Source: an optimization exercise on an open RTL-to-GDS flow (aim: small area, a short achievable clock period and few clock cycles per item). Production flows keep margins and buffers that such runs may drop.
Power is estimated from default activity; no workload was simulated.

## aes_dec_top
module aes_dec_top
(
    input  logic        clk,
    input  logic        reset,
    input  logic [11:0] paddr,
    input  logic        psel,
    input  logic        penable,
    input  logic        pwrite,
    input  logic [31:0] pwdata,
    output logic [31:0] prdata,
    output logic        pready,
    output logic        pslverr
);
Size: about 7,200 cells after synthesis, roughly 2,000 flip-flops, ~83 I/O pins, ~96,000 um2 of cells after synthesis.
clock: 10.0 ns
lec_check: 0
cap_margin: 20
core_margin: 2
core_utilization: 40
cts_cluster_diameter: 100
cts_cluster_size: 25
slew_margin: 20
tns_end_percent: 5
standard.sh (not shown) runs the stock make flow with config.mk's settings and CLKGATE_MAP_FILE= SYNTH_SCRIPT=/design/flow/synth_recipe.tcl, a recipe that flattens the netlist after the stock synthesis.
==> flow/flow/run.sh <==
#!/bin/bash
# The standard layout (standard.sh, its synthesis unchanged) with two changes to how the layout
# is made: the port buffers are buf_2 cells, and timing repair works until the setup slack reaches
# SETUP_SLACK_MARGIN, well above zero at the 10 ns clock. The tools' output goes to standard.log.
set -euo pipefail
export SETUP_SLACK_MARGIN=7.0
export BUFFER_PORTS_ARGS="-buffer_cell sky130_fd_sc_hd__buf_2"
bash standard.sh > standard.log 2>&1
Change:
--- a/flow/design.v
+++ b/flow/design.v
@@ -600,17 +600,17 @@
 `default_nettype none
 module aes_round_key_store
 (
     input  logic         clk,
     input  logic         key_we,
     input  logic [5:0]   key_addr,
     input  logic [31:0]  key_wdata,
     input  logic [31:0]  wdata_z,      
-    input  logic [39:0]  round_sel,    
+    input  logic [9:0]   round_sel,    
     output logic [127:0] round_key,    
     output logic [127:0] last_key      
 );
     logic [31:0] mem [44];
     logic [31:0] wdata_g;
     logic [31:0] c63;
     logic [31:0] kc;
     logic        pend_q;
@@ -650,22 +650,19 @@
         end
     end
     assign last_key = {mem[40], mem[41], mem[42], mem[43]};
     always_comb
     begin
         round_key = '0;
         for (int r = 0; r < 10; r++)
         begin
-            for (int c = 0; c < 4; c++)
+            if (round_sel[r])
             begin
-                if (round_sel[10 * c + r])
-                begin
-                    round_key[127 - 32 * c -: 32] = round_key[127 - 32 * c -: 32] | mem[4 * r + c];
-                end
+                round_key = round_key | {mem[4 * r], mem[4 * r + 1], mem[4 * r + 2], mem[4 * r + 3]};
             end
         end
     end
 endmodule
 `default_nettype wire
 `default_nettype none
 module aes_dec_regs
 (
@@ -766,22 +763,19 @@
     assign pready  = 1'b1;  
     assign we        = wr_q;  
     assign key_we    = we && key_q;
     assign key_addr  = widx_q;
     assign key_wdata = pwdata;
     assign start     = we && ctrl_q && pwdata[0];
     always_ff @(posedge clk)
     begin
-        for (int w = 0; w < 4; w++)
+        if (we && din_q)
         begin
-            if (we && din_q && (widx_q[1:0] == 2'(w)))
-            begin
-                ciphertext[127 - 32 * w -: 32] <= wdata_z;
-            end
+            ciphertext[127 - 32 * widx_q[1:0] -: 32] <= wdata_z;
         end
     end
     always_ff @(posedge clk)
     begin
         if (reset)
         begin
             busy <= 1'b0;
             done <= 1'b0;
@@ -803,36 +797,35 @@
 module aes_dec_engine
 (
     input  logic         clk,
     input  logic         reset,
     input  logic         start,
     input  logic [127:0] ciphertext,
     input  logic [127:0] last_key,
     input  logic [127:0] round_key,
-    output logic [39:0]  round_sel,   
+    output logic [9:0]   round_sel,   
     output logic         fin,         
     output logic [127:0] plaintext
 );
     logic         run;
     logic         ph;        
     logic [9:0]   rsel;      
-    logic [9:0]   ksel [4];  
     logic         pend_q;
     logic         z_ok_q;    
     logic         go;
     logic [127:0] state_q;
     logic [63:0]  norm_q;    
     logic [127:0] state_d;
     logic [63:0]  norm_d;
     logic [127:0] a_q;
     logic [127:0] z0;
     logic [127:0] s1_out;
     logic [127:0] s2_out;
-    assign round_sel = {ksel[3], ksel[2], ksel[1], ksel[0]};
+    assign round_sel = rsel;
     assign plaintext = a_q;
     aes_z0 i_z0 (
         .ct  (ciphertext),
         .k10 (last_key),
         .z   (z0)
     );
     aes_inv_s1 i_s1 (
         .x  (state_q),
@@ -857,34 +850,16 @@
         norm_q  <= norm_d;
         if (go || (run && !ph))
         begin
             a_q <= s1_out;
         end
     end
     always_ff @(posedge clk)
     begin
-        for (int c = 0; c < 4; c++)
-        begin
-            if (reset)
-            begin
-                ksel[c] <= 10'b10_0000_0000;
-            end
-            else if (go)
-            begin
-                ksel[c] <= 10'b01_0000_0000;
-            end
-            else if (run && !ph)
-            begin
-                ksel[c] <= ksel[c][0] ? 10'b10_0000_0000 : (ksel[c] >> 1);
-            end
-        end
-    end
-    always_ff @(posedge clk)
-    begin
         if (reset)
         begin
             run    <= 1'b0;
             ph     <= 1'b0;
             rsel   <= 10'b10_0000_0000;
             pend_q <= 1'b0;
             z_ok_q <= 1'b0;
         end
@@ -937,17 +912,17 @@
     logic [31:0]  key_wdata;
     logic         start;
     logic         fin;
     logic [127:0] ciphertext;
     logic [127:0] plaintext;
     logic [127:0] round_key;
     logic [127:0] last_key;
     logic [31:0]  wdata_z;
-    logic [39:0]  round_sel;
+    logic [9:0]   round_sel;
     aes_dec_regs i_aes_dec_regs (
         .clk        (clk),
         .reset      (reset),
         .paddr      (paddr),
         .psel       (psel),
         .penable    (penable),
         .pwrite     (pwrite),
         .pwdata     (pwdata),
- The changed run produced a clean layout
- final area stays flat
- synthesized cell count increases by 1.0%
- wire length went up by 3.9%
- sequential cell count came out lower by 40
- global-route usage climbs by 0.79 points
- non-clock buffer count came out lower by 81
- final cell count is about the same
- die area went down by 0.65%
- via count increases by 2.4%
- clock-buffer cell count went down by 8
No run of this note included a check of the RTL's function; only the layout flow was run.

* * *

run A:
aes_dec_top, a different RTL version from the one above (not shown whole).
For scale: about 2100 flip-flops, about 83 I/O pins.
==> flow/config.mk <==
export PLATFORM = sky130hd
export DESIGN_NAME = aes_dec_top
export DESIGN_NICKNAME = aes_dec_top
export VERILOG_FILES = /design/flow/design.v
export SDC_FILE = /design/flow/constraint.sdc
export NUM_CORES = 8
export LEC_CHECK = 0
export CAP_MARGIN = 20
export CORE_MARGIN = 2
export CORE_UTILIZATION = 40
export CTS_CLUSTER_DIAMETER = 100
export CTS_CLUSTER_SIZE = 25
export SLEW_MARGIN = 20
export TNS_END_PERCENT = 5
==> flow/constraint.sdc <==
create_clock -name core_clock -period 10.0 [get_ports {clk}]
set_input_delay 2.0000 -clock core_clock [delete_from_list [all_inputs] [get_ports {clk}]]
set_output_delay 2.0000 -clock core_clock [all_outputs]
set_load 0.01 [all_outputs]
Scripts as last shown in full above: flow/flow/run.sh
Here is what was changed in the inputs of run B compared with run A.
--- a/flow/design.v
+++ b/flow/design.v
@@ -601,17 +601,16 @@
 module aes_round_key_store
 (
     input  logic         clk,
     input  logic         key_we,
     input  logic [5:0]   key_addr,
     input  logic [31:0]  key_wdata,
     input  logic [31:0]  wdata_z,      
-    input  logic [9:0]   round_sel,    
+    input  logic [39:0]  round_sel,    
     output logic [127:0] round_key,    
-    output logic         key_landing,  
     output logic [127:0] last_key      
 );
     logic [31:0] mem [44];
     logic [31:0] wdata_g;
     logic [31:0] c63;
     logic [31:0] kc;
     logic        pend_q;
@@ -646,24 +645,26 @@
             end
             else if (pend_q && (pend_addr_q == 6'(i)))
             begin
                 mem[i] <= (i >= 4) ? (wdata_g ^ kc) : wdata_g;
             end
         end
     end
-    assign key_landing = pend_q;
     assign last_key = {mem[40], mem[41], mem[42], mem[43]};
     always_comb
     begin
         round_key = '0;
         for (int r = 0; r < 10; r++)
         begin
-            if (round_sel[r])
+            for (int c = 0; c < 4; c++)
             begin
-                round_key = round_key | {mem[4 * r], mem[4 * r + 1], mem[4 * r + 2], mem[4 * r + 3]};
+                if (round_sel[10 * c + r])
+                begin
+                    round_key[127 - 32 * c -: 32] = round_key[127 - 32 * c -: 32] | mem[4 * r + c];
+                end
             end
         end
     end
 endmodule
 `default_nettype wire
 `default_nettype none
 module aes_dec_regs
@@ -766,20 +767,17 @@
     assign we        = wr_q;  
     assign key_we    = we && key_q;
     assign key_addr  = widx_q;
     assign key_wdata = pwdata;
     assign start     = we && ctrl_q && pwdata[0];
     always_ff @(posedge clk)
     begin
-        for (int w = 0; w < 4; w++)
+        if (we && din_q)
         begin
-            if (we && din_q && (widx_q[1:0] == 2'(w)))
-            begin
-                ciphertext[127 - 32 * w -: 32] <= wdata_z;
-            end
+            ciphertext[127 - 32 * widx_q[1:0] -: 32] <= wdata_z;
         end
     end
     always_ff @(posedge clk)
     begin
         if (reset)
         begin
             busy <= 1'b0;
@@ -803,45 +801,44 @@
 (
     input  logic         clk,
     input  logic         reset,
     input  logic         start,
     input  logic [127:0] ciphertext,
     input  logic [127:0] last_key,
     input  logic [127:0] round_key,
-    input  logic         key_landing,
-    output logic [9:0]   round_sel,   
+    output logic [39:0]  round_sel,   
     output logic         fin,         
     output logic [127:0] plaintext
 );
     logic         run;
     logic         ph;        
     logic [9:0]   rsel;      
+    logic [9:0]   ksel [4];  
     logic         pend_q;
     logic         z_ok_q;    
     logic         go;
     logic [127:0] state_q;
     logic [63:0]  norm_q;    
     logic [127:0] state_d;
     logic [63:0]  norm_d;
     logic [127:0] a_q;
-    logic [127:0] kreg_q;    
     logic [127:0] z0;
     logic [127:0] s1_out;
     logic [127:0] s2_out;
-    assign round_sel = rsel;
+    assign round_sel = {ksel[3], ksel[2], ksel[1], ksel[0]};
     assign plaintext = a_q;
     aes_z0 i_z0 (
         .ct  (ciphertext),
         .k10 (last_key),
         .z   (z0)
     );
     aes_inv_s1 i_s1 (
         .x  (state_q),
         .d  (norm_q),
-        .kg (kreg_q),
+        .kg (round_key),
         .a  (s1_out)
     );
     aes_inv_s2 i_s2 (
         .a (a_q),
         .y (s2_out)
     );
     assign go  = (start || pend_q) && z_ok_q && !run;
@@ -849,36 +846,53 @@
     assign state_d = run ? s2_out : z0;
     aes_norms i_norms (
         .x (state_d),
         .d (norm_d)
     );
     always_ff @(posedge clk)
     begin
-        kreg_q  <= round_key;
         state_q <= state_d;
         norm_q  <= norm_d;
         if (go || (run && !ph))
         begin
             a_q <= s1_out;
         end
     end
     always_ff @(posedge clk)
     begin
+        for (int c = 0; c < 4; c++)
+        begin
+            if (reset)
+            begin
+                ksel[c] <= 10'b10_0000_0000;
+            end
+            else if (go)
+            begin
+                ksel[c] <= 10'b01_0000_0000;
+            end
+            else if (run && !ph)
+            begin
+                ksel[c] <= ksel[c][0] ? 10'b10_0000_0000 : (ksel[c] >> 1);
+            end
+        end
+    end
+    always_ff @(posedge clk)
+    begin
         if (reset)
         begin
             run    <= 1'b0;
             ph     <= 1'b0;
             rsel   <= 10'b10_0000_0000;
             pend_q <= 1'b0;
             z_ok_q <= 1'b0;
         end
         else
         begin
             pend_q <= (start || pend_q) && !go;
-            z_ok_q <= !run && !key_landing;  
+            z_ok_q <= !run;
             if (go)
             begin
                 run  <= 1'b1;
                 ph   <= 1'b1;
                 rsel <= 10'b01_0000_0000;
             end
             else if (run)
@@ -919,18 +933,17 @@
     logic [5:0]   key_addr;
     logic [31:0]  key_wdata;
     logic         start;
     logic         fin;
     logic [127:0] ciphertext;
     logic [127:0] plaintext;
     logic [127:0] round_key;
-    logic         key_landing;
     logic [127:0] last_key;
     logic [31:0]  wdata_z;
-    logic [9:0]   round_sel;
+    logic [39:0]  round_sel;
     aes_dec_regs i_aes_dec_regs (
         .clk        (clk),
         .reset      (reset),
         .paddr      (paddr),
         .psel       (psel),
         .penable    (penable),
         .pwrite     (pwrite),
@@ -951,24 +964,22 @@
         .clk       (clk),
         .key_we    (key_we),
         .key_addr  (key_addr),
         .key_wdata (key_wdata),
         .wdata_z   (wdata_z),
         .round_sel (round_sel),
         .round_key (round_key),
-        .key_landing (key_landing),
         .last_key  (last_key)
     );
     aes_dec_engine i_aes_dec_engine (
         .clk        (clk),
         .reset      (reset),
         .start      (start),
         .ciphertext (ciphertext),
         .last_key   (last_key),
         .round_key  (round_key),
-        .key_landing (key_landing),
         .round_sel  (round_sel),
         .fin        (fin),
         .plaintext  (plaintext)
     );
 endmodule
 `default_nettype wire
[summary]
Run B closes out successfully: all stages finished, all timing, DRC and antenna checks passed. Run B vs. run A: maximum cell stage delay along the critical path went down by 0.36 ns. Changes observed in run B relative to run A: count of inserted tapcells moved up; top fanout value on the critical path shrank by 7; final antenna diode count fell by 2; relative contribution of sequential cells to total power fell by 1.9 points. Power consumed by the clock network (higher): run A. Lower global-route usage goes to run A over run B. In the reports for run A and run B, the larger synthesized area belongs to run B. Logic depth of the worst path, buffers included came out lower on run B than on run A. In the reports for run A and run B, the larger sequential power belongs to run A. Between run A and run B, total vias in the final route increased. In run B relative to run A, cell area after layout had gone up slightly. Per the comparison of run B with run A, hold slack saw an increase, area overhead of the layout relative to synthesis lost 0.68 points.
Function was not checked in any run of this note: the RTL went through the layout flow alone.

## separate check: timing with driven ports
In the flow no input, the clock included, has a driving cell. The finished layouts below were timed again as built, in two steps.
Step 1, drivers: a clkbuf_16 drives clk and a buf_2 each remaining input, both assumed.
Step 2 adds t to the input delays and takes it off the output delays; t is the mean of the earliest and latest rising clock arrival at the registers after step 1. Input paths then give back, and output paths get back, about the clock's delay inside the block.
a / b / c = no drivers / after step 1 / after step 2; a / b = the first two.
run | shift t [ns] | setup WS [ns] | hold slack, ns | worst setup path after step 2 | cell pins on the clock port's net
the first run of note 1 | 0.876 | 6.624 / 6.456 / 5.580 | 0.412 / 0.412 / 0.412 | input to register | 1
the second run of note 1 | 0.877 | 6.598 / 6.598 / 5.825 | 0.500 / 0.500 / 0.500 | input to register | 1
run A | 0.864 | 6.566 / 6.566 / 5.730 | 0.376 / 0.376 / 0.376 | input to register | 1
run B | 0.877 | 6.679 / 6.589 / 5.827 | 0.409 / 0.409 / 0.409 | input to register | 1
After both steps every run listed still meets setup and hold. The setup slack of the first run of note 1, which loses most, moves by -0.168 ns with the drivers and by -1.044 ns with both steps.
